This design comes from an exercise in tuning for small area, a short achievable clock period and few clock cycles on the open sky130 flow, not from production work. Function was checked by simulation only, so behaviour that the tests miss may differ from the original. Power figures rest on the tool's default switching activity, not on a simulated workload.

==> flow/design.v <==
module ex_stage #(
    parameter int XLEN = 64,
    parameter int MD_W = 32
) (
    input  logic            clk,
    input  logic            reset,
    input  logic            Ex_valid_in,
    input  logic [1:0]      Ex_op_in,
    input  logic [2:0]      Ex_op2_in,
    input  logic [5:0]      Ex_op3_in,
    input  logic [4:0]      Ex_regD_in,
    input  logic [XLEN-1:0] Ex_rs1_in,
    input  logic [XLEN-1:0] Ex_rs2_in,
    input  logic [31:0]     Ex_valD_in,
    input  logic            mem_ready,
    output logic            ex_ready,
    output logic [XLEN-1:0] Ex_alures_out,
    output logic [4:0]      Ex_regD_out,
    output logic [1:0]      Ex_op_out,
    output logic [2:0]      Ex_op2_out,
    output logic [5:0]      Ex_op3_out,
    output logic [31:0]     Ex_valD_out,
    output logic            Ex_divzero_out
);
    localparam logic [2:0] S_ALU = 3'd0,   
                           S_FIN = 3'd1,   
                           S_MIT = 3'd2,   
                           S_DS1 = 3'd3,   
                           S_DS2 = 3'd4,   
                           S_DIT = 3'd5;   
    logic        ir_v, rdy_q;
    logic [2:0]  st, st_nx;
    logic [1:0]  ir_op;
    logic [2:0]  ir_op2;
    logic [5:0]  ir_op3;
    logic [4:0]  ir_rd;
    logic [31:0] ir_vd;
    logic [63:0] ir_a, ir_b;
    logic        s_add, s_sub, s_and, s_or, s_xor, s_sh, s_sll, s_sra, s_pb;
    logic [31:0] m_reg, q_reg;
    logic [5:0]  cnt;
    logic        sgn, dneg, dz, dqz, nxa;
    logic [63:0] sum, shy, shres, alu_res;
    logic        fill;
    function automatic logic [63:0] rev64(input logic [63:0] x);
        for (int i = 0; i < 64; i++) rev64[i] = x[63-i];
    endfunction
    ks_add #(64) u_alu_add (.a(ir_a), .b(ir_b), .cin(s_sub), .s(sum), .cout());
    assign fill = s_sra & ir_a[63];
    assign shy  = 64'($signed({fill, ir_a}) >>> ir_b[5:0]);
    assign shres = s_sll ? rev64(shy) : shy;
    assign alu_res = ({64{s_add | s_sub}} & sum)
                   | ({64{s_and}} & (ir_a & ir_b))
                   | ({64{s_or}}  & (ir_a | ir_b))
                   | ({64{s_xor}} & (ir_a ^ ir_b))
                   | ({64{s_sh}}  & shres)
                   | ({64{s_pb}}  & ir_b);
    logic go, ret, acc;
    assign go       = (st == S_ALU) || (st == S_FIN);
    assign ex_ready = mem_ready && rdy_q;
    assign acc      = Ex_valid_in && ex_ready;
    assign ret      = mem_ready && ir_v && go;
    function automatic logic [5:0] clz32(input logic [31:0] x);
        logic [7:0] z4;
        logic [1:0] l4 [8];
        logic [3:0] z8;
        logic [2:0] l8 [4];
        logic [1:0] z16;
        logic [3:0] l16 [2];
        logic [4:0] l32;
        for (int i = 0; i < 8; i++) begin
            logic [3:0] nb;
            nb = x[4*i +: 4];
            z4[i] = (nb == 4'd0);
            l4[i] = nb[3] ? 2'd0 : nb[2] ? 2'd1 : nb[1] ? 2'd2 : 2'd3;
        end
        for (int i = 0; i < 4; i++) begin
            z8[i] = z4[2*i+1] & z4[2*i];
            l8[i] = z4[2*i+1] ? {1'b1, l4[2*i]} : {1'b0, l4[2*i+1]};
        end
        for (int i = 0; i < 2; i++) begin
            z16[i] = z8[2*i+1] & z8[2*i];
            l16[i] = z8[2*i+1] ? {1'b1, l8[2*i]} : {1'b0, l8[2*i+1]};
        end
        l32 = z16[1] ? {1'b1, l16[0]} : {1'b0, l16[1]};
        clz32 = (z16[1] & z16[0]) ? 6'd32 : {1'b0, l32};
    endfunction
    logic d_md, d_div, d_sgn;
    logic d_add, d_sub, d_and, d_or, d_xor, d_sh, d_sll, d_sra, d_pb;
    assign d_md  = (Ex_op_in == 2'b10) && (Ex_op3_in[5:4] == 2'b00) && Ex_op3_in[3] && Ex_op3_in[1];
    assign d_div = Ex_op3_in[2];
    assign d_sgn = Ex_op3_in[0];
    assign d_add = (Ex_op_in == 2'b01) || (Ex_op_in == 2'b10 && Ex_op3_in == 6'b000000);
    assign d_sub = (Ex_op_in == 2'b10) && (Ex_op3_in == 6'b000100);
    assign d_and = (Ex_op_in == 2'b10) && (Ex_op3_in == 6'b000001);
    assign d_or  = (Ex_op_in == 2'b10) && (Ex_op3_in == 6'b000010);
    assign d_xor = (Ex_op_in == 2'b10) && (Ex_op3_in == 6'b000011);
    assign d_sll = (Ex_op_in == 2'b10) && (Ex_op3_in == 6'b100101);
    assign d_sra = (Ex_op_in == 2'b10) && (Ex_op3_in == 6'b100111);
    assign d_sh  = d_sll || d_sra || ((Ex_op_in == 2'b10) && (Ex_op3_in == 6'b100110));
    assign d_pb  = (Ex_op_in == 2'b00) && (Ex_op2_in == 3'b100);
    function automatic logic [2:0] nchunks(input logic [31:0] v, input logic s);
        if (s) begin
            if      (!(&v[31:23] || ~|v[31:23])) nchunks = 3'd4;
            else if (!(&v[23:15] || ~|v[23:15])) nchunks = 3'd3;
            else if (!(&v[15:7]  || ~|v[15:7]))  nchunks = 3'd2;
            else                                 nchunks = 3'd1;
        end else begin
            if      (|v[31:24]) nchunks = 3'd4;
            else if (|v[23:16]) nchunks = 3'd3;
            else if (|v[15:8])  nchunks = 3'd2;
            else                nchunks = 3'd1;
        end
    endfunction
    logic [2:0] na_in, nb_in;
    logic       swp;
    assign na_in = nchunks(Ex_rs1_in[31:0], d_sgn);
    assign nb_in = nchunks(Ex_rs2_in[31:0], d_sgn);
    assign swp   = na_in < nb_in;
    logic [5:0] lza_in, lzb_in, lza, lzb;
    assign lza_in = clz32((d_sgn & Ex_rs1_in[31]) ? ~Ex_rs1_in[31:0] : Ex_rs1_in[31:0]);
    assign lzb_in = clz32((d_sgn & Ex_rs2_in[31]) ? ~Ex_rs2_in[31:0] : Ex_rs2_in[31:0]);
    logic [31:0] m_in, q_in, q_al;
    logic [2:0]  n_in;
    logic        d_mul, utop;
    logic [63:0] a0_in;
    assign d_mul = d_md && !d_div;
    assign m_in  = swp ? Ex_rs2_in[31:0] : Ex_rs1_in[31:0];
    assign q_in  = swp ? Ex_rs1_in[31:0] : Ex_rs2_in[31:0];
    assign n_in  = swp ? na_in : nb_in;
    always_comb begin
        case (n_in)
            3'd4:    begin q_al = q_in;                a0_in = 64'hFFFF_FFFF_5555_5556; end
            3'd3:    begin q_al = {q_in[23:0], 8'd0};  a0_in = 64'hFFFF_FFFF_5555_5600; end
            3'd2:    begin q_al = {q_in[15:0], 16'd0}; a0_in = 64'hFFFF_FFFF_5556_0000; end
            default: begin q_al = {q_in[7:0], 24'd0};  a0_in = 64'hFFFF_FFFF_5600_0000; end
        endcase
    end
    assign utop = !d_sgn && q_al[31];
    logic [32:0] m33;
    logic [63:0] s_in, c_in, s_out, c_out;
    logic [63:0] rows [4];
    logic [8:0]  cb;
    logic [7:0]  inj;
    assign m33 = {sgn & m_reg[31], m_reg};
    assign cb  = q_reg[31:23];
    always_comb begin
        inj = 8'd0;
        for (int k = 0; k < 4; k++) begin
            logic one, two, neg;
            logic [33:0] mg;
            one = cb[2*k+1] ^ cb[2*k];
            two = (cb[2*k+2] & ~cb[2*k+1] & ~cb[2*k]) | (~cb[2*k+2] & cb[2*k+1] & cb[2*k]);
            neg = cb[2*k+2];
            mg  = ({34{one}} & {m33[32], m33}) | ({34{two}} & {m33, 1'b0});
            mg  = mg ^ {34{neg}};
            mg[33] = ~mg[33];
            rows[k] = 64'(mg) << (2 * k);
            inj[2*k] = neg;
        end
        s_in = {ir_a[55:0], 8'd0};
        c_in = {ir_b[55:0], inj};
    end
    function automatic logic [127:0] csa(input logic [63:0] x, input logic [63:0] y,
                                         input logic [63:0] z);
        logic [63:0] s, c;
        s = x ^ y ^ z;
        c = ((x & y) | (x & z) | (y & z)) << 1;
        csa = {s, c};
    endfunction
    always_comb begin
        logic [63:0] a1, b1, a2, b2, a3, b3, a4, b4;
        {a1, b1} = csa(rows[0], rows[1], rows[2]);
        {a2, b2} = csa(rows[3], s_in, c_in);
        {a3, b3} = csa(a1, b1, a2);
        {a4, b4} = csa(a3, b3, b2);
        s_out = a4;
        c_out = b4;
    end
    logic [31:0] dx, dy, magx, magy;
    logic        negx, negy;
    logic [6:0]  tdiv;
    logic [5:0]  skip, skip_c;
    logic        qzero, dzero, big;
    assign dx    = ir_a[31:0];
    assign dy    = ir_b[31:0];
    assign negx  = sgn & dx[31];
    assign negy  = sgn & dy[31];
    ks_add #(32) u_negx (.a(dx ^ {32{negx}}), .b(32'd0), .cin(negx), .s(magx), .cout());
    ks_add #(32) u_negy (.a(dy ^ {32{negy}}), .b(32'd0), .cin(negy), .s(magy), .cout());
    ks_add #(7) u_tdiv (.a({1'b0, lza}), .b({1'b0, ~lzb}), .cin(!nxa), .s(tdiv), .cout());
    ks_add #(6) u_skip (.a(tdiv[5:0]), .b(~6'd33), .cin(1'b1), .s(skip), .cout());
    assign dzero  = (dy == 32'd0);
    assign qzero  = tdiv[6] && (tdiv[5:0] != 6'd0);
    assign big    = !tdiv[6] && (tdiv[5:0] < 6'd33);
    assign skip_c = big ? 6'd0 : skip;
    logic [32:0] rsh, df;
    logic [31:0] dvs, nrem, ndq;
    logic        ge;
    assign dvs  = ir_b[63:32];
    assign rsh  = {ir_a[63:32], ir_a[31]};
    ks_add #(33) u_dsub (.a(rsh), .b(~{1'b0, dvs}), .cin(1'b1), .s(df), .cout(ge));
    assign nrem = ge ? df[31:0] : rsh[31:0];
    assign ndq  = {ir_a[30:0], ge};
    logic last;
    assign last = (st == S_DIT) ? (cnt == 6'd31) : (cnt == 6'd1);
    always_comb begin
        st_nx = st;
        case (st)
            S_MIT: if (last) st_nx = S_FIN;
            S_DS1: st_nx = S_DS2;
            S_DS2: st_nx = (dz || dqz) ? S_FIN : S_DIT;
            S_DIT: if (last) st_nx = S_FIN;
            default: ;
        endcase
    end
    always_ff @(posedge clk or negedge reset) begin
        if (!reset) begin
            ir_v  <= 1'b0;
            rdy_q <= 1'b1;
        end else begin
            if (acc)      ir_v <= 1'b1;
            else if (ret) ir_v <= 1'b0;
            if (acc)      rdy_q <= !d_md;
            else if (ret) rdy_q <= 1'b1;
            else          rdy_q <= !ir_v || (st_nx == S_ALU) || (st_nx == S_FIN);
        end
    end
    always_ff @(posedge clk) begin
        if (acc) begin
            ir_op  <= Ex_op_in;
            ir_op2 <= Ex_op2_in;
            ir_op3 <= Ex_op3_in;
            ir_rd  <= Ex_regD_in;
            ir_vd  <= Ex_valD_in;
            ir_a   <= d_mul ? a0_in : d_sll ? rev64(Ex_rs1_in) : Ex_rs1_in;
            lza    <= lza_in;
            lzb    <= lzb_in;
            nxa    <= d_sgn & Ex_rs1_in[31];
            ir_b   <= d_mul ? (utop ? {32'd0, m_in} : 64'd0) : d_sub ? ~Ex_rs2_in : Ex_rs2_in;
            st     <= d_md ? (d_div ? S_DS1 : S_MIT) : S_ALU;
            s_add  <= d_add;
            s_sub  <= d_sub;
            s_and  <= d_and;
            s_or   <= d_or;
            s_xor  <= d_xor;
            s_sh   <= d_sh;
            s_sll  <= d_sll;
            s_sra  <= d_sra;
            s_pb   <= d_pb;
            m_reg  <= m_in;
            q_reg  <= q_al;
            cnt    <= {3'd0, n_in};
            sgn    <= d_sgn;
            dz     <= 1'b0;
        end else begin
            st <= st_nx;
            case (st)
                S_MIT: begin
                    ir_a   <= s_out;
                    ir_b   <= c_out;
                    q_reg  <= {q_reg[23:0], 8'd0};
                    cnt    <= cnt - 6'd1;
                    if (last) begin
                        s_add <= 1'b1;
                        s_sub <= 1'b0; s_and <= 1'b0; s_or <= 1'b0; s_xor <= 1'b0;
                        s_sh  <= 1'b0; s_pb  <= 1'b0;
                    end
                end
                S_DS1: begin
                    dneg  <= negx ^ negy;
                    dz    <= dzero;
                    dqz   <= qzero;
                    cnt   <= skip_c;
                    ir_a  <= {rev64({32'd0, magx})};
                    ir_b  <= {magy, 26'd0, skip_c};
                    s_add <= 1'b0; s_sub <= 1'b0; s_and <= 1'b0; s_or <= 1'b0;
                    s_xor <= 1'b0; s_pb  <= 1'b0; s_sra <= 1'b0;
                    s_sh  <= 1'b1; s_sll <= 1'b1;
                end
                S_DS2: begin
                    s_sh  <= 1'b0;
                    s_sll <= 1'b0;
                    if (dz || dqz) begin
                        ir_a  <= {64{dz}};
                        ir_b  <= '0;
                        s_add <= 1'b1;
                    end else begin
                        ir_a  <= shres;
                    end
                end
                S_DIT: begin
                    cnt <= cnt + 6'd1;
                    if (last) begin
                        ir_a  <= '0;
                        ir_b  <= dneg ? ~{32'd0, ndq} : {32'd0, ndq};
                        s_add <= !dneg;
                        s_sub <= dneg;
                    end else begin
                        ir_a  <= {nrem, ndq};
                    end
                end
                default: ;
            endcase
        end
    end
    always_ff @(posedge clk or negedge reset) begin
        if (!reset) begin
            Ex_alures_out  <= '0;
            Ex_regD_out    <= '0;
            Ex_op_out      <= 2'b00;
            Ex_op2_out     <= 3'b100;
            Ex_op3_out     <= '0;
            Ex_valD_out    <= '0;
            Ex_divzero_out <= 1'b0;
        end else if (mem_ready) begin
            if (ir_v && go) begin
                Ex_alures_out  <= alu_res;
                Ex_regD_out    <= ir_rd;
                Ex_op_out      <= ir_op;
                Ex_op2_out     <= ir_op2;
                Ex_op3_out     <= ir_op3;
                Ex_valD_out    <= ir_vd;
                Ex_divzero_out <= dz;
            end else begin
                Ex_alures_out  <= '0;
                Ex_regD_out    <= '0;
                Ex_op_out      <= 2'b00;
                Ex_op2_out     <= 3'b100;
                Ex_op3_out     <= '0;
                Ex_valD_out    <= '0;
                Ex_divzero_out <= 1'b0;
            end
        end
    end
endmodule
module ks_add #(
    parameter int W = 64
) (
    input  logic [W-1:0] a,
    input  logic [W-1:0] b,
    input  logic         cin,
    output logic [W-1:0] s,
    output logic         cout
);
    logic [W-1:0] g, p, gg, pp, g2, p2;
    always_comb begin
        g  = a & b;
        p  = a ^ b;
        gg = g;
        pp = p;
        gg[0] = g[0] | (p[0] & cin);
        for (int d = 1; d < W; d = d * 2) begin
            g2 = gg;
            p2 = pp;
            for (int i = d; i < W; i++) begin
                g2[i] = gg[i] | (pp[i] & gg[i-d]);
                p2[i] = pp[i] & pp[i-d];
            end
            gg = g2;
            pp = p2;
        end
        s    = p ^ {gg[W-2:0], cin};
        cout = gg[W-1];
    end
endmodule
==> flow/run.sh <==
#!/bin/bash
# synth_recipe.tcl (not shown) runs the flow's synth.tcl, then flattens the netlist and writes it again
# the make line also repeats each setting of config.mk as NAME=value (left out here)
make -C /OpenROAD-flow-scripts/flow DESIGN_CONFIG=/design/flow/config.mk WORK_HOME=/design/flow/orfs CLKGATE_MAP_FILE= SYNTH_SCRIPT=/design/flow/synth_recipe.tcl finish
==> flow/config.mk <==
export PLATFORM = sky130hd
export DESIGN_NAME = ex_stage
export DESIGN_NICKNAME = ex_stage
export VERILOG_FILES = /design/flow/design.v
export SDC_FILE = /design/flow/constraint.sdc
export NUM_CORES = 4
export LEC_CHECK = 0
export CAP_MARGIN = 20
export CORE_MARGIN = 2
export CORE_UTILIZATION = 40
export PLACE_DENSITY = 0.6
export SETUP_SLACK_MARGIN = 0.2
export SLEW_MARGIN = 20
==> flow/constraint.sdc <==
create_clock -name core_clock -period 5.7 [get_ports {clk}]
set_input_delay 1.1400 -clock core_clock [delete_from_list [all_inputs] [get_ports {clk}]]
set_output_delay 1.1400 -clock core_clock [all_outputs]
set_load 0.01 [all_outputs]
==> reports/metrics.cfg, run 1 <==
[setup_path]
cp.arrival_ns = 5.71
reg2reg_depth = 12
cp-end-kind = flop
cp_max_fo = 69
path_class = flop to flop
cp.required_ns = 6.27
start_kind = flop

[drt]
vias = 50175
viasPerCell = 6.74
ant_nets = 0
drtIter0Drc = 8611
first_pass_iters = 9
drc = 0
drt-wirelength-per-cell_um = 34.3
wirelength_um = 256000

[global_route]
grt_pass1_vias = 45655
antenna_found_initial = 15
grt_usage = 0.423
grt.overflow.total = 0
grt_max_degree = 136
grt_pass1_wl_um = 354000

[floorplan]
core_area_mm2 = 0.114
fp-row-count = 124
die_w_um = 343
fp.dieArea_mm2 = 0.118
initial_core_util = 0.403
die_h_um = 343
pin_count = 294

[placement]
place.gp.congestion = 1.06
io_buffers = 293
dp_hpwl_um = 199000
pre_cts_slack_ns = 0.164

[timing]
finalSetupViolCount = 0
fmax_ghz = 0.195
period_share = 0.902
worst_slack_ns = 0.560
rsz0062_at_grt = no
drv_slew = 0
period_needed_ns = 5.14
slew_headroom = 0.138
worstMarginPinSlew_ns = 1.26
clock_skew_ns = 0.0398
tns_ns = 0
hold_ws_ns = 0.463
timing_hold_violations_final = 0

[logic_synthesis]
synth_cells = 5834
syn_nets = 6382
syn_area_mm2 = 0.0459
yosys.area_share.simple = 0.161
synth_edf_count = 267
synth-compound-area-share = 0.274
synth.mux.area_fraction = 0.0695
synth_flop_cell = edfxtp_1
synthAdderAreaFrac = 0.132
synth_top_family_by_area = compound AO/OA/AOI/OAI gates
synth-xor-area-share = 0.0467
yosysWarnings = 13
seq_area_frac_synth = 0.240
synthArstFlopShare = 0.296
synth.distinct_cells = 89
synth.avg_cell_area_um2 = 7.87
ys_seq_elements = 389

[finish]
drive_above_1_share = 0.0899
fillers = 11370
largestRegisters = Ex_alures_out x64, ir_a x64, ir_b x64
nNetsFinal = 6434
area_delta_synth_final_pct = 14.8

[clock_network]
cts_resized = 0
numCtsBuffers = 50
clock-sinks = 389
clk_latency_ns = 0.69
cts-htree-levels = 2
cts_hold_buf = 0
cts_tree = built
post_cts_buffers = 0
cts_root_buf = clkbuf_16
cts.clk_slew.worst_paths_ns = 0.06
clk_path_buf_depth = 3

[power_and_ir_drop]
p_per_area_mw_per_mm2 = 350
power_leakage_nw = 21.1
irDropWorstVdd_mv = 0.275

[worst_hold_path]
holdCritPathClass = flop to flop
hold_depth = 1

[run]
drv_cap = 0

[outcome]
status = complete, no violations

-- final timing paths --
check | startpoint | endpoint | slack [ns]
max reg2reg | ir_b[0] | Ex_alures_out[32] | 0.56
min | ir_vd[9] | Ex_valD_out[9] | 0.46
min reg2reg | ir_vd[9] | Ex_valD_out[9] | 0.46
max | ir_b[0] | Ex_alures_out[32] | 0.56
max in group asynchronous | reset | Ex_alures_out[29] | 3.96
min in group asynchronous | reset | Ex_valD_out[1] | 0.54
-- layout by cell type (no fill, tap or decap), types with 30 or more instances in the layout --
cell type,synthesis,final
mux4_2,72,72
a21o_1,45,45
ha_1,215,215
buf_4,1,268
nand3_1,119,117
a21oi_1,489,488
mux2i_1,112,111
xnor2_1,173,173
clkbuf_16,0,50
fa_1,153,153
o21ai_0,473,470
mux2_2,39,39
nor2_1,511,502
a221oi_1,192,192
o22ai_1,148,148
o221ai_1,46,46
nand4_1,45,45
a221o_1,30,30
and3_1,33,32
xor2_1,72,72
nand2_1,729,727
a31oi_1,68,68
clkdlybuf4s50_1,0,292
a22oi_1,55,55
nor3_1,63,63
a22o_1,53,53
maj3_1,31,31
o211ai_1,72,72
dfrtp_1,113,113
inv_1,352,348
edfxtp_1,267,267
nand2b_1,52,51
o21a_1,48,48
-- layout make-up --
cell class                      count  area (um2)  area share
Multi-Input combinational cell   4513       31500       0.597
Clock buffer                       63        1320      0.0250
Clock inverter                     29         348     0.00660
Inverter                          355        1340      0.0255
Sequential cell                   389       11000       0.209
Timing Repair Buffer              577        5270      0.0999
Antenna cell                        7        17.5    0.000332
Tap cell                         1512        1890      0.0359
-- power by group --
part,leakage (nW),switching (mW),total [mW],internal (mW)
Clock,0.799,1.46,3.38,1.92
Combinational,16.2,7.02,10.9,3.87
Sequential,4.06,0.631,4.20,3.57
Total,21.1,9.11,18.5,9.36
-- cell usage after synthesis, drive strengths merged, types with 22 or more instances --
cell / number / area share
a21oi: 490 / 0.053
inv: 354 / 0.029
o211ai: 72 / 0.012
o221ai: 46 / 0.0088
o2bb2ai: 27 / 0.0051
mux2: 40 / 0.0098
a221o: 30 / 0.0065
nand3: 119 / 0.013
nand4: 45 / 0.0061
edfxtp: 267 / 0.17
nand2b: 52 / 0.0071
a211oi: 22 / 0.0036
nor2b: 27 / 0.0037
a21o: 45 / 0.0074
a22o: 53 / 0.010
mux2i: 112 / 0.024
o31ai: 27 / 0.0044
a31oi: 69 / 0.0095
nand2: 729 / 0.060
and3: 34 / 0.0047
o21a: 48 / 0.0078
xnor2: 173 / 0.033
ha: 215 / 0.059
or3: 29 / 0.0040
mux4: 72 / 0.035
clkbuf: 480 / 0.039
o21ai: 478 / 0.052
nor4: 29 / 0.0040
dfrtp: 113 / 0.062
maj3: 31 / 0.0068
fa: 153 / 0.067
o22ai: 148 / 0.020
nor3: 63 / 0.0069
nor2: 511 / 0.042
xor2: 72 / 0.014
a221oi: 193 / 0.037
buf: 97 / 0.0084
a22oi: 55 / 0.0090
-- logic make-up after synthesis --
| logic type | count (synthesis) |
|---|---|
| flops | 389 |
| compound gates | 1945 |
| simple gates | 1700 |
| xor+xnor | 245 |
| mux | 224 |
| fa+ha+maj | 399 |
| buf+inv | 932 |
-- worst max-delay path, stage by stage, from the launching register on --
cell      delay (ns)
edfxtp_1        0.53
buf_12          0.30
inv_1           0.76
mux4_2          0.68
o21a_1          0.28
a21oi_1         0.49
mux2_2          0.28
o21ai_0         0.20
mux2i_1         0.45
nand2_1         0.10
a21oi_1         0.75
a21oi_1         0.07
o21ai_0         0.11
-- metal layers --
metal	global-route usage	vias to the layer above	wire, um
met5	0.0120	-	299
met4	0.227	16	16700
met3	0.130	687	35000
met2	0.597	3804	103000
met1	0.573	24372	100000
li1	-	21296	-
-- stage by stage --
step	instance area, um2	power (mW)	instances	utilization
detailed placement	51000	14.5	7346	0.447
CTS	52700	17.9	7438	0.462
global route	52700	18.9	7439	0.462
finish	52700	18.5	7445	0.462
global placement	51000	14.5	7346	0.447
floorplan	45900	9.50	5834	-
Testbench counts, summed over its fixed seeds: cycles 24,589.
==> run 2, diff against run 1 <==
--- a/flow/config.mk
+++ b/flow/config.mk
@@ -5,9 +5,10 @@
 export SDC_FILE = /design/flow/constraint.sdc
 export NUM_CORES = 4
 export LEC_CHECK = 0
+export ABC_CLOCK_PERIOD_IN_PS = 3500
 export CAP_MARGIN = 20
 export CORE_MARGIN = 2
 export CORE_UTILIZATION = 40
 export PLACE_DENSITY = 0.6
-export SETUP_SLACK_MARGIN = 0.2
+export SETUP_SLACK_MARGIN = 2.0
 export SLEW_MARGIN = 20
==> run 2 against run 1 <==
Still clean. Synthesized cell count unchanged. Power up 14%. First-iteration DRC count up 9.9%. Critical path type is now input pin to flop. Largest cell class unchanged.
==> reports/metrics.cfg, run 2 <==
[worst_hold_path]
holdCritPathClass = flop to flop

[floorplan]
initial_core_util = 0.403
die_h_um = 343
core_area_mm2 = 0.114
die_w_um = 343
pin_count = 294
fp-row-count = 124
fp.dieArea_mm2 = 0.118

[global_route]
grt_usage = 0.458
antenna_found_initial = 19
grt.overflow.total = 0
grt_pass1_wl_um = 382000
grt_pass1_vias = 49253
grt_max_degree = 153

[timing]
clock_skew_ns = 0.0318
slew_headroom = 0.239
hold_ws_ns = 0.446
drv_slew = 0
rsz0062_at_grt = yes
fmax_ghz = 0.230
worstMarginPinSlew_ns = 1.14
finalSetupViolCount = 0
tns_ns = 0
timing_hold_violations_final = 0
period_needed_ns = 4.35
period_share = 0.763

[placement]
place.gp.congestion = 1.09
dp.cells = 7335
io_buffers = 293
placed_area_mm2 = 0.0512
dp_hpwl_um = 199000

[finish]
largestRegisters = Ex_alures_out x64, ir_a x64, ir_b x64
layout_commonest_cell = nand2_1
instances_no_fill = 7965
drive_above_1_share = 0.266
utilization = 0.551
multi_input_area_mm2 = 0.0356
nNetsFinal = 6942
ff_latch_area_mm2 = 0.0110
area_delta_synth_final_pct = 36.9
finalInstanceArea_mm2 = 0.0629
fillers = 10390
final_cell_mix = nand2_1, buf_4, nor2_1, a21oi_1, o21ai_0

[setup_path]
path_class = input pin to flop
start_kind = input pin
cp_max_fo = 8
cp-end-kind = flop
cp.required_ns = 6.07
max_stage_delay_ns = 0.53
crit_chain = buf_8, or4_4, or3_4, o21ai_4, a311o_1, inv_2, ha_4, nand2_4, a31oi_4, nand2b_4, mux2_4, o2bb2ai_4, a221oi_4, buf_6, buf_8, nand2b_4, o221ai_2
crit_slowest_cell = or4_4
cp.arrival_ns = 4.72
ff2ff_setup_slack_ns = 1.45

[drt]
viasPerCell = 6.92
wirelength_um = 284000
drt-wirelength-per-cell_um = 35.7
ant_nets = 0
first_pass_iters = 9
drtIter0Drc = 9462
vias = 55134
drc = 0

[logic_synthesis]
synth.avg_cell_area_um2 = 7.87
synth_cells = 5834
syn_nets = 6382
seq_area_frac_synth = 0.240
syn_area_mm2 = 0.0459
synth.distinct_cells = 89
synth_common_cells = nand2_1, nor2_1, a21oi_1, clkbuf_1, o21ai_0
synth_edf_count = 267
post-synth-top-area-fraction = 0.175
ys_seq_elements = 389
post-synth-top-count-cell = nand2_1
synthArstFlopShare = 0.296
yosysTopAreaCell = edfxtp_1
synthTopCellsByArea = edfxtp_1, fa_1, dfrtp_1
yosysWarnings = 13
synth_flop_cell = edfxtp_1

[clock_network]
clk_path_buf_depth = 3
cts_root_buf = clkbuf_16
cts-htree-levels = 2
clk_latency_ns = 0.68
clock-sinks = 389
cts.clk_slew.worst_paths_ns = 0.06
cts_tree = built
numCtsBuffers = 51

[power_and_ir_drop]
power_leakage_nw = 25.3
irDropWorstVdd_mv = 0.262
p_per_area_mw_per_mm2 = 334

[outcome]
status = complete, no violations

[run]
drv_cap = 0

## run 2: final cells by class
class | count | area share
flip-flops and latches | 389 | 0.176
well taps | 1512 | 0.0301
inverters | 355 | 0.0219
clock buffers | 70 | 0.0228
multi-input cells | 4518 | 0.566
clock inverters | 26 | 0.00432
diodes | 16 | 0.000637
repair buffers | 1079 | 0.179
## run 2: timing repair
item	CTS	global route
buffers inserted	328	141
pin swaps	184	251
gates cloned	38	11
setup endpoints to repair	251	228
hold buffers	0	0
gates resized for setup	662	543
## run 2: per-stage QoR
stage / setup slack (ns) / power [mW]
2_1_floorplan: 0.979 / 9.52
3_3_place_gp: 0.147 / 14.5
3_5_place_dp: 0.141 / 14.5
4_1_cts: 1.40 / 19.3
5_1_grt: 1.27 / 21.3
6_report: 1.35 / 21.0
## run 2: worst max-delay path, delay by kind of cell
kind | cells | cell delay (ns)
simple gates | 5 | 1.34
compound gates | 6 | 1.13
buf+inv | 4 | 0.49
mux | 1 | 0.33
fa+ha+maj | 1 | 0.28
## run 2: worst paths after layout
| kind | end | depth (start not counted) | from |
|---|---|---|---|
| setup / recovery | ir_b[15] | 17 | Ex_rs1_in[9] |
| hold / removal | Ex_valD_out[23] | 1 | ir_vd[23] |
| setup reg to reg | ir_a[25] | 14 | q_reg[24] |
| hold reg to reg | Ex_valD_out[23] | 1 | ir_vd[23] |
| max in group asynchronous | Ex_alures_out[17] | 2 | reset |
| min in group asynchronous | Ex_alures_out[3] | 1 | reset |
## run 2: cell families after synthesis
| family | synth area share |
|---|---|
| AO/OA/AOI/OAI | 0.274 |
| XOR/XNOR | 0.0467 |
| buffers and inverters | 0.0767 |
| AND/OR/NAND/NOR | 0.161 |
| flip-flops | 0.240 |
| adder cells (fa/ha/maj) | 0.132 |
| multiplexers | 0.0695 |
## run 2: metal layers
layer  vias to the layer above  track usage  part of all wire  routed length [um]
met1                     26623        0.597              0.37              105000
met2                      4801        0.632              0.39              111000
li1                      22403            -                 -                   -
met4                        26        0.272             0.080               22800
met3                      1281        0.184              0.16               45500
met5                         -            0            0.0013                 379
## run 2: report_power, final
| part | switching [mW] | internal (mW) |
|---|---|---|
| logic | 8.25 | 5.30 |
| clock network | 1.52 | 1.92 |
| registers | 0.457 | 3.56 |
| total | 10.2 | 10.8 |
==> run 3, diff against run 2 <==
--- a/flow/design.v
+++ b/flow/design.v
@@ -39,8 +39,9 @@
     logic        s_add, s_sub, s_and, s_or, s_xor, s_sh, s_sll, s_sra, s_pb;
     logic [31:0] m_reg, q_reg;
     logic [5:0]  cnt;
-    logic        sgn, dneg, dz, dqz, nxa;
+    logic        sgn, dneg, dz, dqz, nxa, mfirst;
     logic [63:0] sum, shy, shres, alu_res;
+    logic        res_en;
     logic        fill;
     function automatic logic [63:0] rev64(input logic [63:0] x);
         for (int i = 0; i < 64; i++) rev64[i] = x[63-i];
@@ -49,14 +50,22 @@
     assign fill = s_sra & ir_a[63];
     assign shy  = 64'($signed({fill, ir_a}) >>> ir_b[5:0]);
     assign shres = s_sll ? rev64(shy) : shy;
-    assign alu_res = ({64{s_add | s_sub}} & sum)
-                   | ({64{s_and}} & (ir_a & ir_b))
-                   | ({64{s_or}}  & (ir_a | ir_b))
-                   | ({64{s_xor}} & (ir_a ^ ir_b))
-                   | ({64{s_sh}}  & shres)
-                   | ({64{s_pb}}  & ir_b);
+    logic g_add, g_and, g_or, g_xor, g_sh, g_pb;
+    assign g_add = (s_add | s_sub) & res_en;
+    assign g_and = s_and & res_en;
+    assign g_or  = s_or  & res_en;
+    assign g_xor = s_xor & res_en;
+    assign g_sh  = s_sh  & res_en;
+    assign g_pb  = s_pb  & res_en;
+    assign alu_res = ({64{g_add}} & sum)
+                   | ({64{g_and}} & (ir_a & ir_b))
+                   | ({64{g_or}}  & (ir_a | ir_b))
+                   | ({64{g_xor}} & (ir_a ^ ir_b))
+                   | ({64{g_sh}}  & shres)
+                   | ({64{g_pb}}  & ir_b);
     logic go, ret, acc;
     assign go       = (st == S_ALU) || (st == S_FIN);
+    assign res_en   = ir_v && go;
     assign ex_ready = mem_ready && rdy_q;
     assign acc      = Ex_valid_in && ex_ready;
     assign ret      = mem_ready && ir_v && go;
@@ -100,43 +109,39 @@
     assign d_sh  = d_sll || d_sra || ((Ex_op_in == 2'b10) && (Ex_op3_in == 6'b100110));
     assign d_pb  = (Ex_op_in == 2'b00) && (Ex_op2_in == 3'b100);
     function automatic logic [2:0] nchunks(input logic [31:0] v, input logic s);
+        logic c4, c3, c2;
         if (s) begin
-            if      (!(&v[31:23] || ~|v[31:23])) nchunks = 3'd4;
-            else if (!(&v[23:15] || ~|v[23:15])) nchunks = 3'd3;
-            else if (!(&v[15:7]  || ~|v[15:7]))  nchunks = 3'd2;
-            else                                 nchunks = 3'd1;
+            c4 = !(&v[31:23] || ~|v[31:23]);
+            c3 = !(&v[23:15] || ~|v[23:15]);
+            c2 = !(&v[15:7]  || ~|v[15:7]);
         end else begin
-            if      (|v[31:24]) nchunks = 3'd4;
-            else if (|v[23:16]) nchunks = 3'd3;
-            else if (|v[15:8])  nchunks = 3'd2;
-            else                nchunks = 3'd1;
+            c4 = |v[31:24];
+            c3 = |v[23:16];
+            c2 = |v[15:8];
         end
+        nchunks = {c4, c4 | c3, c4 | c3 | c2};
     endfunction
-    logic [2:0] na_in, nb_in;
+    function automatic logic [31:0] qalign(input logic [31:0] v, input logic [2:0] t);
+        qalign = t[2] ? v : t[1] ? {v[23:0], 8'd0} : t[0] ? {v[15:0], 16'd0} : {v[7:0], 24'd0};
+    endfunction
+    logic [2:0] ta_in, tb_in;
     logic       swp;
-    assign na_in = nchunks(Ex_rs1_in[31:0], d_sgn);
-    assign nb_in = nchunks(Ex_rs2_in[31:0], d_sgn);
-    assign swp   = na_in < nb_in;
+    assign ta_in = nchunks(Ex_rs1_in[31:0], d_sgn);
+    assign tb_in = nchunks(Ex_rs2_in[31:0], d_sgn);
+    assign swp   = |(tb_in & ~ta_in);
     logic [5:0] lza_in, lzb_in, lza, lzb;
     assign lza_in = clz32((d_sgn & Ex_rs1_in[31]) ? ~Ex_rs1_in[31:0] : Ex_rs1_in[31:0]);
     assign lzb_in = clz32((d_sgn & Ex_rs2_in[31]) ? ~Ex_rs2_in[31:0] : Ex_rs2_in[31:0]);
-    logic [31:0] m_in, q_in, q_al;
-    logic [2:0]  n_in;
-    logic        d_mul, utop;
+    logic [31:0] m_in, q_al;
+    logic [2:0]  t_in;
+    logic        d_mul;
     logic [63:0] a0_in;
     assign d_mul = d_md && !d_div;
     assign m_in  = swp ? Ex_rs2_in[31:0] : Ex_rs1_in[31:0];
-    assign q_in  = swp ? Ex_rs1_in[31:0] : Ex_rs2_in[31:0];
-    assign n_in  = swp ? na_in : nb_in;
-    always_comb begin
-        case (n_in)
-            3'd4:    begin q_al = q_in;                a0_in = 64'hFFFF_FFFF_5555_5556; end
-            3'd3:    begin q_al = {q_in[23:0], 8'd0};  a0_in = 64'hFFFF_FFFF_5555_5600; end
-            3'd2:    begin q_al = {q_in[15:0], 16'd0}; a0_in = 64'hFFFF_FFFF_5556_0000; end
-            default: begin q_al = {q_in[7:0], 24'd0};  a0_in = 64'hFFFF_FFFF_5600_0000; end
-        endcase
-    end
-    assign utop = !d_sgn && q_al[31];
+    assign q_al  = swp ? qalign(Ex_rs1_in[31:0], ta_in) : qalign(Ex_rs2_in[31:0], tb_in);
+    assign t_in  = swp ? ta_in : tb_in;
+    assign a0_in = t_in[2] ? 64'hFFFF_FFFF_5555_5556 : t_in[1] ? 64'hFFFF_FFFF_5555_5600 :
+                   t_in[0] ? 64'hFFFF_FFFF_5556_0000 : 64'hFFFF_FFFF_5600_0000;
     logic [32:0] m33;
     logic [63:0] s_in, c_in, s_out, c_out;
     logic [63:0] rows [4];
@@ -159,7 +164,7 @@
             inj[2*k] = neg;
         end
         s_in = {ir_a[55:0], 8'd0};
-        c_in = {ir_b[55:0], inj};
+        c_in = {ir_b[55:0], inj} | ({64{mfirst & !sgn & q_reg[31]}} & {24'd0, m_reg, 8'd0});
     end
     function automatic logic [127:0] csa(input logic [63:0] x, input logic [63:0] y,
                                          input logic [63:0] z);
@@ -237,7 +242,7 @@
             lza    <= lza_in;
             lzb    <= lzb_in;
             nxa    <= d_sgn & Ex_rs1_in[31];
-            ir_b   <= d_mul ? (utop ? {32'd0, m_in} : 64'd0) : d_sub ? ~Ex_rs2_in : Ex_rs2_in;
+            ir_b   <= d_mul ? 64'd0 : d_sub ? ~Ex_rs2_in : Ex_rs2_in;
             st     <= d_md ? (d_div ? S_DS1 : S_MIT) : S_ALU;
             s_add  <= d_add;
             s_sub  <= d_sub;
@@ -250,7 +255,8 @@
             s_pb   <= d_pb;
             m_reg  <= m_in;
             q_reg  <= q_al;
-            cnt    <= {3'd0, n_in};
+            cnt    <= {3'd0, 3'd1 + {2'd0, t_in[2]} + {2'd0, t_in[1]} + {2'd0, t_in[0]}};
+            mfirst <= 1'b1;
             sgn    <= d_sgn;
             dz     <= 1'b0;
         end else begin
@@ -260,6 +266,7 @@
                     ir_a   <= s_out;
                     ir_b   <= c_out;
                     q_reg  <= {q_reg[23:0], 8'd0};
+                    mfirst <= 1'b0;
                     cnt    <= cnt - 6'd1;
                     if (last) begin
                         s_add <= 1'b1;
@@ -314,8 +321,8 @@
             Ex_valD_out    <= '0;
             Ex_divzero_out <= 1'b0;
         end else if (mem_ready) begin
-            if (ir_v && go) begin
-                Ex_alures_out  <= alu_res;
+            Ex_alures_out <= alu_res;
+            if (res_en) begin
                 Ex_regD_out    <= ir_rd;
                 Ex_op_out      <= ir_op;
                 Ex_op2_out     <= ir_op2;
@@ -323,7 +330,6 @@
                 Ex_valD_out    <= ir_vd;
                 Ex_divzero_out <= dz;
             end else begin
-                Ex_alures_out  <= '0;
                 Ex_regD_out    <= '0;
                 Ex_op_out      <= 2'b00;
                 Ex_op2_out     <= 3'b100;
==> run 3 against run 2 <==
Setup slack gained 0.40 ns. Worst hold slack lost 0.072 ns. Power increased by 3.6%. Synthesized area is 3.4% higher. First-iteration DRC count fell by 3.8%. Synthesized cell count increased by 1.9%. Wire length up 3.0%. Register-to-register slack better by 0.30 ns. Cell area decreased by 5.1%. Flip-flop and latch count grew 1. Critical path depth down 4. Fmax up 10%. Critical path type is now flop to flop. Critical endpoint is now ir_a[36].
==> reports/metrics.cfg, run 3 <==
[clock_network]
cts_tree = built
cts.clk_slew.worst_paths_ns = 0.07
cts-htree-levels = 2
clock-sinks = 390
clk_path_buf_depth = 3
clk_latency_ns = 0.69
numCtsBuffers = 51
cts_root_buf = clkbuf_16
cts_hold_buf = 0

[floorplan]
pin_count = 294
fp.dieArea_mm2 = 0.122
core_area_mm2 = 0.118
fp-row-count = 126
die_w_um = 349
die_h_um = 349
initial_core_util = 0.403

[setup_path]
cp_top_family = adder cells
cp_max_fo = 11
ff2ff_setup_slack_ns = 1.75
max_stage_delay_ns = 0.58
crit_buf_inv = 4
rr_startpoint = q_reg[26]
cp.required_ns = 6.10
reg2reg_depth = 13
crit_chain = buf_12, nor2_4, buf_12, nor2_1, o21ai_0, ha_1, inv_1, fa_1, inv_1, fa_1, a221oi_2, o221a_1, a31oi_1
path_depth = 13
cp.arrival_ns = 4.35
cp-end-kind = flop
startpoint = q_reg[26]
crit_end = ir_a[36]
path_class = flop to flop
r2r_end = ir_a[36]
crit_slowest_cell = edfxtp_1
start_kind = flop

[finish]
instances_no_fill = 7792
drive_above_1_share = 0.214
area_delta_synth_final_pct = 25.5
fillers = 11321
layout_commonest_cell = nand2_1
nNetsFinal = 6740
utilization = 0.506
largestRegisters = Ex_alures_out x64, ir_a x64, ir_b x64
final_cell_mix = nand2_1, nor2_1, a21oi_1, o21ai_0, buf_4

[logic_synthesis]
ys_seq_elements = 390
synthArstFlopShare = 0.295
synth-compound-area-share = 0.264
yosysTopAreaCell = edfxtp_1
synth.distinct_cells = 122
yosys.area_share.simple = 0.156
synth_edf_count = 267
yosysWarnings = 13
synth_cells = 5943
synthAdderAreaFrac = 0.128
synth_common_cells = nand2_1, nor2_1, clkbuf_1, o21ai_0, a21oi_1
synth_flop_cell = edfxtp_1
syn_nets = 6490
synth-xor-area-share = 0.0448
synth.mux.area_fraction = 0.0942
synth_top_family_by_area = compound AO/OA/AOI/OAI gates
synthTopCellsByArea = edfxtp_1, fa_1, dfrtp_1
seq_area_frac_synth = 0.233
synth.avg_cell_area_um2 = 7.99
post-synth-top-area-fraction = 0.169
post-synth-top-count-cell = nand2_1
syn_area_mm2 = 0.0475

[timing]
period_needed_ns = 3.95
worstMarginPinSlew_ns = 1.21
finalSetupViolCount = 0
tns_ns = 0
rsz0062_at_grt = yes
slew_headroom = 0.194
fmax_ghz = 0.253
clock_skew_ns = 0.0413
timing_hold_violations_final = 0
worst_slack_ns = 1.75
period_share = 0.693
drv_slew = 0

[global_route]
grt.overflow.total = 0
grt_usage = 0.455
grt_pass1_wl_um = 390000
grt_max_degree = 103
grt_pass1_vias = 48340
antenna_found_initial = 33

[drt]
first_pass_iters = 8
drt-met1-wl_um = 107000
drtIter0Drc = 9103
wirelength_um = 293000
vias = 54973
drt-wirelength-per-cell_um = 37.6
wl_met3_um = 45600
viasPerCell = 7.06
ant_nets = 0
wl_met2_um = 113000
drc = 0
top_layer = met5

[outcome]
status = complete, no violations

[placement]
dp.cells = 7380
io_buffers = 293
dp_hpwl_um = 205000
pre_cts_slack_ns = 0.841
place.gp.congestion = 1.10

[worst_hold_path]
holdCritPathClass = input pin to asynchronous set/reset pin

[run]
drv_cap = 0

[power_and_ir_drop]
irDropWorstVdd_mv = 0.267
power_leakage_nw = 23.2
p_per_area_mw_per_mm2 = 365

## run 3: changes by cell type after synthesis, sizes merged, moves of 34 or more
cell / before / now
a22oi: 55 / 145
o221ai: 46 / 8
a22o: 53 / 1
buf: 97 / 131
xor2: 72 / 120
a221oi: 193 / 140
o22ai: 148 / 211
xnor2: 173 / 123
nand2: 729 / 651
mux2: 40 / 84
## run 3: routing by layer
layer	track usage	vias up
met1	0.588	26716
met3	0.181	1096
met4	0.324	26
li1	-	22208
met2	0.609	4927
met5	0.00480	-
## run 3: cell type report
class / instances / area [um2] / share of cell area
sequential: 390 / 11100 / 0.185
timing repair inverter: 1 / 5.00 / 0.0000839
antenna: 21 / 52.6 / 0.000881
multi-input combinational: 4583 / 35000 / 0.588
tap: 1536 / 1920 / 0.0322
clock inverter: 33 / 425 / 0.00714
timing repair buffer: 808 / 8340 / 0.140
inverter: 358 / 1410 / 0.0236
clock buffer: 62 / 1370 / 0.0230
## run 3: worst register-to-register path, delay by kind of cell, from the launching register on
family / cells / cell delay, ns
buffers and inverters: 4 / 0.56
DFF: 1 / 0.58
and+or+nand+nor: 2 / 0.30
AOI/OAI and AO/OA: 4 / 1.01
adders and majority gates: 3 / 1.26
## run 3: logic make-up after synthesis
| group | after synthesis |
|---|---|
| AO/OA/AOI/OAI | 1954 |
| buffers and inverters | 972 |
| XOR/XNOR | 243 |
| AND/OR/NAND/NOR | 1670 |
| multiplexers | 315 |
| flip-flops | 390 |
| adder cells (fa/ha/maj) | 399 |
## run 3: per-stage QoR
step | area [um2] | hold WS [ns] | power (mW)
final | 59600 | 0.375 | 21.8
after detailed placement | 51800 | 0.467 | 15.5
after CTS | 57000 | 0.398 | 20.0
after global routing | 59600 | 0.430 | 22.1
after floorplan | 47500 | 0.435 | 10.3
after global placement | 51800 | 0.459 | 15.5
## run 3: how the worst min path moves through the flow
| stage | startpoint | endpoint | slack, ns |
|---|---|---|---|
| 5_1_grt | reset | Ex_alures_out[12] | 0.43 |
| 6_report | reset | Ex_alures_out[12] | 0.37 |
| 2_1_floorplan | mfirst | mfirst | 0.43 |
| 3_5_place_dp | ir_vd[13] | Ex_valD_out[13] | 0.47 |
| 4_1_cts | reset | Ex_alures_out[12] | 0.40 |
| 3_3_place_gp | ir_vd[24] | Ex_valD_out[24] | 0.46 |
## run 3: repair_timing
| item | in CTS | in global routing |
|---|---|---|
| endpoints found under the setup margin | 229 | 180 |
| setup buffers | 175 | 91 |
| gates resized for setup | 366 | 383 |
| pin swaps | 104 | 168 |
| gates cloned | 13 | 15 |
## run 3: power breakdown
part           total, mW  switching [mW]  internal (mW)
clock               3.62            1.57           2.05
combinational       14.0            8.72           5.33
sequential          4.10           0.467           3.63
total               21.8            10.8           11.0
Testbench counts of run 3, summed over its fixed seeds: cycles 24,589.
==> run 4, diff against run 3 <==
--- a/flow/design.v
+++ b/flow/design.v
@@ -130,8 +130,11 @@
     assign tb_in = nchunks(Ex_rs2_in[31:0], d_sgn);
     assign swp   = |(tb_in & ~ta_in);
     logic [5:0] lza_in, lzb_in, lza, lzb;
-    assign lza_in = clz32((d_sgn & Ex_rs1_in[31]) ? ~Ex_rs1_in[31:0] : Ex_rs1_in[31:0]);
-    assign lzb_in = clz32((d_sgn & Ex_rs2_in[31]) ? ~Ex_rs2_in[31:0] : Ex_rs2_in[31:0]);
+    logic       sx_in, sy_in;
+    assign sx_in  = d_sgn & Ex_rs1_in[31];
+    assign sy_in  = d_sgn & Ex_rs2_in[31];
+    assign lza_in = clz32(Ex_rs1_in[31:0] ^ {32{sx_in}});
+    assign lzb_in = clz32(Ex_rs2_in[31:0] ^ {32{sy_in}});
     logic [31:0] m_in, q_al;
     logic [2:0]  t_in;
     logic        d_mul;
@@ -175,27 +178,22 @@
     endfunction
     always_comb begin
         logic [63:0] a1, b1, a2, b2, a3, b3, a4, b4;
-        {a1, b1} = csa(rows[0], rows[1], rows[2]);
-        {a2, b2} = csa(rows[3], s_in, c_in);
-        {a3, b3} = csa(a1, b1, a2);
-        {a4, b4} = csa(a3, b3, b2);
+        {a1, b1} = csa(rows[0], rows[1], s_in);
+        {a2, b2} = csa(rows[2], rows[3], c_in);
+        {a3, b3} = csa(a1, b1, b2);
+        {a4, b4} = csa(a3, b3, a2);
         s_out = a4;
         c_out = b4;
     end
-    logic [31:0] dx, dy, magx, magy;
-    logic        negx, negy;
+    logic [31:0] magx, magy;
     logic [6:0]  tdiv;
     logic [5:0]  skip, skip_c;
     logic        qzero, dzero, big;
-    assign dx    = ir_a[31:0];
-    assign dy    = ir_b[31:0];
-    assign negx  = sgn & dx[31];
-    assign negy  = sgn & dy[31];
-    ks_add #(32) u_negx (.a(dx ^ {32{negx}}), .b(32'd0), .cin(negx), .s(magx), .cout());
-    ks_add #(32) u_negy (.a(dy ^ {32{negy}}), .b(32'd0), .cin(negy), .s(magy), .cout());
+    assign magx  = sum[31:0];
+    assign magy  = sum[63:32];
     ks_add #(7) u_tdiv (.a({1'b0, lza}), .b({1'b0, ~lzb}), .cin(!nxa), .s(tdiv), .cout());
     ks_add #(6) u_skip (.a(tdiv[5:0]), .b(~6'd33), .cin(1'b1), .s(skip), .cout());
-    assign dzero  = (dy == 32'd0);
+    assign dzero  = (ir_b[63:32] == 32'd0) && !ir_a[32];
     assign qzero  = tdiv[6] && (tdiv[5:0] != 6'd0);
     assign big    = !tdiv[6] && (tdiv[5:0] < 6'd33);
     assign skip_c = big ? 6'd0 : skip;
@@ -208,12 +206,12 @@
     assign nrem = ge ? df[31:0] : rsh[31:0];
     assign ndq  = {ir_a[30:0], ge};
     logic last;
-    assign last = (st == S_DIT) ? (cnt == 6'd31) : (cnt == 6'd1);
+    assign last = (st == S_DIT) ? (cnt == 6'd31) : (cnt == 6'd0);
     always_comb begin
         st_nx = st;
         case (st)
             S_MIT: if (last) st_nx = S_FIN;
-            S_DS1: st_nx = S_DS2;
+            S_DS1: st_nx = qzero ? S_FIN : S_DS2;   
             S_DS2: st_nx = (dz || dqz) ? S_FIN : S_DIT;
             S_DIT: if (last) st_nx = S_FIN;
             default: ;
@@ -231,6 +229,33 @@
             else          rdy_q <= !ir_v || (st_nx == S_ALU) || (st_nx == S_FIN);
         end
     end
+    logic [63:0] cap_a, cap_b, ir_a_nx, ir_b_nx;
+    logic        e_mit, e_ds1, e_ds2, e_dit;
+    assign cap_a = d_mul ? a0_in : d_md ? {31'd0, sy_in, Ex_rs1_in[31:0] ^ {32{sx_in}}} :
+                   d_sll ? rev64(Ex_rs1_in) : Ex_rs1_in;
+    assign cap_b = d_mul ? 64'd0 : d_md ? {Ex_rs2_in[31:0] ^ {32{sy_in}}, 32'd0} :
+                   d_sub ? ~Ex_rs2_in : Ex_rs2_in;
+    assign e_mit = !acc && (st == S_MIT);
+    assign e_ds1 = !acc && (st == S_DS1);
+    assign e_ds2 = !acc && (st == S_DS2) && !(dz || dqz);
+    assign e_dit = !acc && (st == S_DIT) && !last;
+    always_comb begin
+        logic [63:0] base_a, base_b;
+        if (acc)                                    base_a = cap_a;
+        else if (st == S_DS2 || st == S_DIT)        base_a = {64{st == S_DS2 && dz}};
+        else                                        base_a = ir_a;
+        if (acc)                                    base_b = cap_b;
+        else if (st == S_DS2 && (dz || dqz))        base_b = 64'd0;
+        else if (st == S_DIT && last)               base_b = dneg ? ~{32'd0, ndq} : {32'd0, ndq};
+        else                                        base_b = ir_b;
+        ir_a_nx = e_mit ? s_out : e_ds1 ? rev64({32'd0, magx}) : e_ds2 ? shres :
+                  e_dit ? {nrem, ndq} : base_a;
+        ir_b_nx = e_mit ? c_out : e_ds1 ? {magy, 26'd0, skip_c} : base_b;
+    end
+    always_ff @(posedge clk) begin
+        ir_a <= ir_a_nx;
+        ir_b <= ir_b_nx;
+    end
     always_ff @(posedge clk) begin
         if (acc) begin
             ir_op  <= Ex_op_in;
@@ -238,14 +263,13 @@
             ir_op3 <= Ex_op3_in;
             ir_rd  <= Ex_regD_in;
             ir_vd  <= Ex_valD_in;
-            ir_a   <= d_mul ? a0_in : d_sll ? rev64(Ex_rs1_in) : Ex_rs1_in;
             lza    <= lza_in;
             lzb    <= lzb_in;
-            nxa    <= d_sgn & Ex_rs1_in[31];
-            ir_b   <= d_mul ? 64'd0 : d_sub ? ~Ex_rs2_in : Ex_rs2_in;
+            nxa    <= sx_in;
+            dneg   <= sx_in ^ sy_in;
             st     <= d_md ? (d_div ? S_DS1 : S_MIT) : S_ALU;
             s_add  <= d_add;
-            s_sub  <= d_sub;
+            s_sub  <= d_sub | (d_md & sx_in);
             s_and  <= d_and;
             s_or   <= d_or;
             s_xor  <= d_xor;
@@ -255,7 +279,7 @@
             s_pb   <= d_pb;
             m_reg  <= m_in;
             q_reg  <= q_al;
-            cnt    <= {3'd0, 3'd1 + {2'd0, t_in[2]} + {2'd0, t_in[1]} + {2'd0, t_in[0]}};
+            cnt    <= {4'd0, t_in[1], t_in[2] ^ t_in[1] ^ t_in[0]};
             mfirst <= 1'b1;
             sgn    <= d_sgn;
             dz     <= 1'b0;
@@ -263,8 +287,6 @@
             st <= st_nx;
             case (st)
                 S_MIT: begin
-                    ir_a   <= s_out;
-                    ir_b   <= c_out;
                     q_reg  <= {q_reg[23:0], 8'd0};
                     mfirst <= 1'b0;
                     cnt    <= cnt - 6'd1;
@@ -275,36 +297,23 @@
                     end
                 end
                 S_DS1: begin
-                    dneg  <= negx ^ negy;
                     dz    <= dzero;
                     dqz   <= qzero;
                     cnt   <= skip_c;
-                    ir_a  <= {rev64({32'd0, magx})};
-                    ir_b  <= {magy, 26'd0, skip_c};
                     s_add <= 1'b0; s_sub <= 1'b0; s_and <= 1'b0; s_or <= 1'b0;
                     s_xor <= 1'b0; s_pb  <= 1'b0; s_sra <= 1'b0;
-                    s_sh  <= 1'b1; s_sll <= 1'b1;
+                    s_sh  <= !qzero; s_sll <= !qzero;
                 end
                 S_DS2: begin
                     s_sh  <= 1'b0;
                     s_sll <= 1'b0;
-                    if (dz || dqz) begin
-                        ir_a  <= {64{dz}};
-                        ir_b  <= '0;
-                        s_add <= 1'b1;
-                    end else begin
-                        ir_a  <= shres;
-                    end
+                    if (dz || dqz) s_add <= 1'b1;
                 end
                 S_DIT: begin
                     cnt <= cnt + 6'd1;
                     if (last) begin
-                        ir_a  <= '0;
-                        ir_b  <= dneg ? ~{32'd0, ndq} : {32'd0, ndq};
                         s_add <= !dneg;
                         s_sub <= dneg;
-                    end else begin
-                        ir_a  <= {nrem, ndq};
                     end
                 end
                 default: ;
==> flow/config.mk (replaced) <==
export PLATFORM = sky130hd
export DESIGN_NAME = ex_stage
export DESIGN_NICKNAME = ex_stage
export VERILOG_FILES = /design/flow/design.v
export SDC_FILE = /design/flow/constraint.sdc
export NUM_CORES = 4
export LEC_CHECK = 0
export CAP_MARGIN = 0
export CORE_MARGIN = 2
export CORE_UTILIZATION = 60
export PLACE_DENSITY = 0.75
export SETUP_SLACK_MARGIN = 2.0
export SLEW_MARGIN = 0
==> run 4 against run 3 <==
The run now fails in global routing (5_1_grt). Synthesized area down 4.0%. Synthesized cell count down 1.5%.
==> reports/metrics.cfg, run 4 <==
[outcome]
status = stopped before the end
lastStage = global routing (5_1_grt)
firstError = [ERROR GRT-0232] Routing congestion too high. Check the congestion heatmap in the GUI.

[floorplan]
die_w_um = 280
pin_count = 294
fp-row-count = 101
die_h_um = 280
initial_core_util = 0.603

[global_route]
grt_usage = 0.689
grt.overflow.total = 24
grt_max_degree = 99

[logic_synthesis]
synthTopCellsByArea = edfxtp_1, dfrtp_1, fa_1
yosysWarnings = 12
post-synth-top-area-fraction = 0.175
synthArstFlopShare = 0.295
synthAdderAreaFrac = 0.117
synth_flop_cell = edfxtp_1
synth-compound-area-share = 0.286
synth.avg_cell_area_um2 = 7.78
synth_edf_count = 265
ys_seq_elements = 390
synth-xor-area-share = 0.0452
syn_nets = 6360
synth_top_family_by_area = compound AO/OA/AOI/OAI gates
post-synth-top-count-cell = nor2_1
synth.mux.area_fraction = 0.0728
synth.distinct_cells = 96
synth_cells = 5856
yosys.area_share.simple = 0.156
synth_common_cells = nor2_1, nand2_1, o21ai_0, a21oi_1, clkbuf_1
yosysTopAreaCell = edfxtp_1
syn_area_mm2 = 0.0456
seq_area_frac_synth = 0.242

[clock_network]
cts_hold_buf = 0
clock-sinks = 390
clk_path_buf_depth = 3
numCtsBuffers = 46
cts_root_buf = clkbuf_16
cts-htree-levels = 2

[placement]
io_buffers = 293
placed_area_mm2 = 0.0490
place.gp.congestion = 1.16
dp_hpwl_um = 173000
pre_cts_slack_ns = 0.594

run 4: kinds of logic after synthesis:
family	Yosys count
AOI/OAI and AO/OA	2027
and+or+nand+nor	1659
buffers and inverters	950
DFF	390
adders and majority gates	354
muxes	241
xor gates and xnor gates	235
run 4: timing repair:
item / 4_1_cts
gates resized for setup: 286
setup buffers: 110
setup endpoints to repair: 241
cloned: 11
pin swaps: 30
run 4: metrics by stage:
step	instances	total power, mW
after global placement	6719	8.77
after floorplan	5856	6.45
after detailed placement	6719	8.87
after CTS	6924	12.5
run 4: worst min-delay path by stage:
| stage | startpoint | to | slack [ns] | depth (start not counted) |
|---|---|---|---|---|
| after CTS | ir_op3[3] | Ex_op3_out[3] | 0.48 | 2 |
| after detailed placement | ir_vd[17] | Ex_valD_out[17] | 0.46 | 2 |
| after global placement | ir_vd[16] | Ex_valD_out[16] | 0.45 | 2 |
| after floorplan | mfirst | mfirst | 0.42 | 2 |
run 4: per-layer routing:
metal	track usage	overflow
met5	0.231	0
met3	0.491	1
met2	0.863	14
met1	0.732	2
met4	0.634	7
run 4: power groups by stage:
stage / sequential [mW] / combinational [mW] / clock, mW
after CTS: 3.53 / 5.58 / 3.35
after detailed placement: 3.63 / 5.23 / 0
after global placement: 3.62 / 5.16 / 0
after floorplan: 3.52 / 2.93 / 0
Testbench counts of run 4, summed over its fixed seeds: cycles 24,332.
==> run 5, diff against run 4 <==
--- a/flow/config.mk
+++ b/flow/config.mk
@@ -7,7 +7,7 @@
 export LEC_CHECK = 0
 export CAP_MARGIN = 0
 export CORE_MARGIN = 2
-export CORE_UTILIZATION = 60
-export PLACE_DENSITY = 0.75
+export CORE_UTILIZATION = 50
+export PLACE_DENSITY = 0.7
 export SETUP_SLACK_MARGIN = 2.0
 export SLEW_MARGIN = 0
==> run 5 against run 4 <==
Synthesized area did not move. Synthesized cell count did not move. Now fails the layout checks on max-capacitance violations, max-slew violations.
==> reports/metrics.cfg, run 5 <==
[drt]
drt-wirelength-per-cell_um = 36.3
vias = 53650
first_pass_iters = 20
ant_nets = 0
drc = 0
viasPerCell = 7.38
wirelength_um = 264000
drtIter0Drc = 10333

[placement]
dp_hpwl_um = 182000
io_buffers = 293
dp.cells = 6934
place.gp.congestion = 1.13
placed_area_mm2 = 0.0494
pre_cts_slack_ns = 0.774

[finish]
largestRegisters = Ex_alures_out x64, ir_a x64, ir_b x64
final_cell_mix = nor2_1, nand2_1, a21oi_1, o21ai_0, inv_1
instances_no_fill = 7268
layout_commonest_cell = nor2_1
finalInstanceArea_mm2 = 0.0557
drive_above_1_share = 0.167
area_delta_synth_final_pct = 22.3
nNetsFinal = 6547
utilization = 0.618

[logic_synthesis]
synth-compound-area-share = 0.286
synth.distinct_cells = 96
yosysTopAreaCell = edfxtp_1
synth_flop_cell = edfxtp_1
ys_seq_elements = 390
yosysWarnings = 12
yosys.area_share.simple = 0.156
synth_cells = 5856
syn_area_mm2 = 0.0456
synthArstFlopShare = 0.295
post-synth-top-area-fraction = 0.175
synthAdderAreaFrac = 0.117
synth.avg_cell_area_um2 = 7.78
synth.mux.area_fraction = 0.0728
syn_nets = 6360
synth_top_family_by_area = compound AO/OA/AOI/OAI gates
post-synth-top-count-cell = nor2_1
seq_area_frac_synth = 0.242
synth_edf_count = 265
synth-xor-area-share = 0.0452
synth_common_cells = nor2_1, nand2_1, o21ai_0, a21oi_1, clkbuf_1
synthTopCellsByArea = edfxtp_1, dfrtp_1, fa_1

[timing]
period_share = 0.678
tns_ns = 0
drv_slew = 2
hold_ws_ns = 0.451
worst_slack_ns = 1.83
period_needed_ns = 3.87
timing_hold_violations_final = 0
clock_skew_ns = 0.0536
fmax_ghz = 0.259
finalSetupViolCount = 0
rsz0062_at_grt = yes
worstMarginPinSlew_ns = 1.61
slew_headroom = -0.0814

[run]
drv_cap = 1

[clock_network]
cts.clk_slew.worst_paths_ns = 0.06
cts-htree-levels = 2
cts_tree = built
clock-sinks = 390
clk_path_buf_depth = 3
numCtsBuffers = 48
clk_latency_ns = 0.66
cts_root_buf = clkbuf_16

[power_and_ir_drop]
irDropWorstVdd_mv = 0.204
p_total_mw = 13.6
power_leakage_nw = 21.8
p_per_area_mw_per_mm2 = 243

[global_route]
grt_max_degree = 179
grt_pass1_wl_um = 355000
grt.overflow.total = 0
grt_pass1_vias = 47818
antenna_found_initial = 17
grt_usage = 0.525

[floorplan]
die_h_um = 306
die_w_um = 306
initial_core_util = 0.506
core_area_mm2 = 0.0901
fp.dieArea_mm2 = 0.0936
pin_count = 294
fp-row-count = 110

[setup_path]
start_kind = flop
cp.required_ns = 6.08
ff2ff_setup_slack_ns = 1.83
cp_max_fo = 19
path_class = flop to flop
cp.arrival_ns = 4.25
cp-end-kind = flop

[outcome]
status = finished with violations
so_faults = max-capacitance violations, max-slew violations

[worst_hold_path]
holdCritPathClass = flop to flop

==> run 5: cell counts after synthesis <==
Identical to the previous run, type by type.
==> run 5: final cells by class <==
cell class / instances / area (um2)
Multi-Input combinational cell: 4520 / 32700
Sequential cell: 390 / 11000
Timing Repair Buffer: 733 / 7530
Clock inverter: 31 / 372
Clock buffer: 58 / 1260
Antenna cell: 10 / 25.0
Inverter: 350 / 1370
Fill cell: 7701 / 34400
Tap cell: 1176 / 1470
==> run 5: final timing paths <==
check                           startpoint                end  cells after the start
worst max register to register   q_reg[23]           ir_a[12]                     13
worst min-delay path                mfirst             mfirst                      2
worst min register to register      mfirst             mfirst                      2
min in group asynchronous            reset   Ex_alures_out[5]                      1
max in group asynchronous            reset  Ex_alures_out[33]                      2
worst max-delay path             q_reg[23]           ir_a[12]                     13
==> run 5: critical path, cell delays in order, from the launching register on <==
cell      delay, ns
edfxtp_1       0.38
buf_6          0.16
buf_12         0.16
nor2_4         0.25
buf_6          0.15
buf_16         0.18
a22oi_1        0.11
o21ai_1        0.18
fa_1           0.47
fa_1           0.52
inv_1          0.07
fa_1           0.51
a221oi_2       0.36
nand3_1        0.12
==> run 5: routing by layer <==
metal,track usage,share of wire,up-vias
li1,-,-,21679
met1,0.636,0.33,25139
met2,0.742,0.39,5222
met3,0.199,0.16,1584
met4,0.424,0.11,26
met5,0.00672,0.0019,-
==> run 5: repair_timing <==
item / CTS / global route
buffers inserted: 102 / 103
gates resized for setup: 307 / 308
pin swaps: 37 / 81
hold buffers: 0 / 0
cloned: 21 / 9
setup endpoints to repair: 235 / 206
==> run 5: power breakdown <==
| part | internal [mW] | switching (mW) | total, mW |
|---|---|---|---|
| Combinational | 2.38 | 4.32 | 6.70 |
| Sequential | 3.28 | 0.233 | 3.52 |
| Clock | 1.90 | 1.45 | 3.35 |
| Total | 7.57 | 6.00 | 13.6 |
==> run 5: logic make-up after synthesis <==
kind of cell / after synthesis
AOI/OAI and AO/OA: 2027
xor gates and xnor gates: 235
adders and majority gates: 354
buffers and inverters: 950
DFF: 390
muxes: 241
and+or+nand+nor: 1659

-- what the ideal ports hide --
The flow's constraints put no driver on any port. The routed layouts listed below were extracted and timed again, unchanged, in two steps.
Step 1 (the two cells are an assumption about what drives the block):
set clk [get_ports {clk}]
set_driving_cell -lib_cell sky130_fd_sc_hd__clkbuf_16 $clk
set_driving_cell -lib_cell sky130_fd_sc_hd__buf_2 [delete_from_list [all_inputs] $clk]
Step 2 also shifts input and output timing later by t, the mid clock arrival at the registers, as if the neighbouring blocks saw the same clock.
Three values: ideal ports, drivers, drivers and shift; two values: the first two.
run	shift t [ns]	setup WS [ns]	worst hold slack (ns)
run 1	0.756	0.560 / 0.560 / 0.065	0.463 / 0.463 / 0.463
run 2	0.751	1.353 / 1.395 / 0.644	0.446 / 0.446 / 0.446
run 3	0.749	1.752 / 1.752 / 1.321	0.375 / 0.347 / 0.460
run 5	0.715	1.833 / 1.833 / 1.233	0.451 / 0.451 / 0.451
For run 2, which loses most, drivers alone change the setup slack by +0.042 ns; drivers and shift together by -0.709 ns.
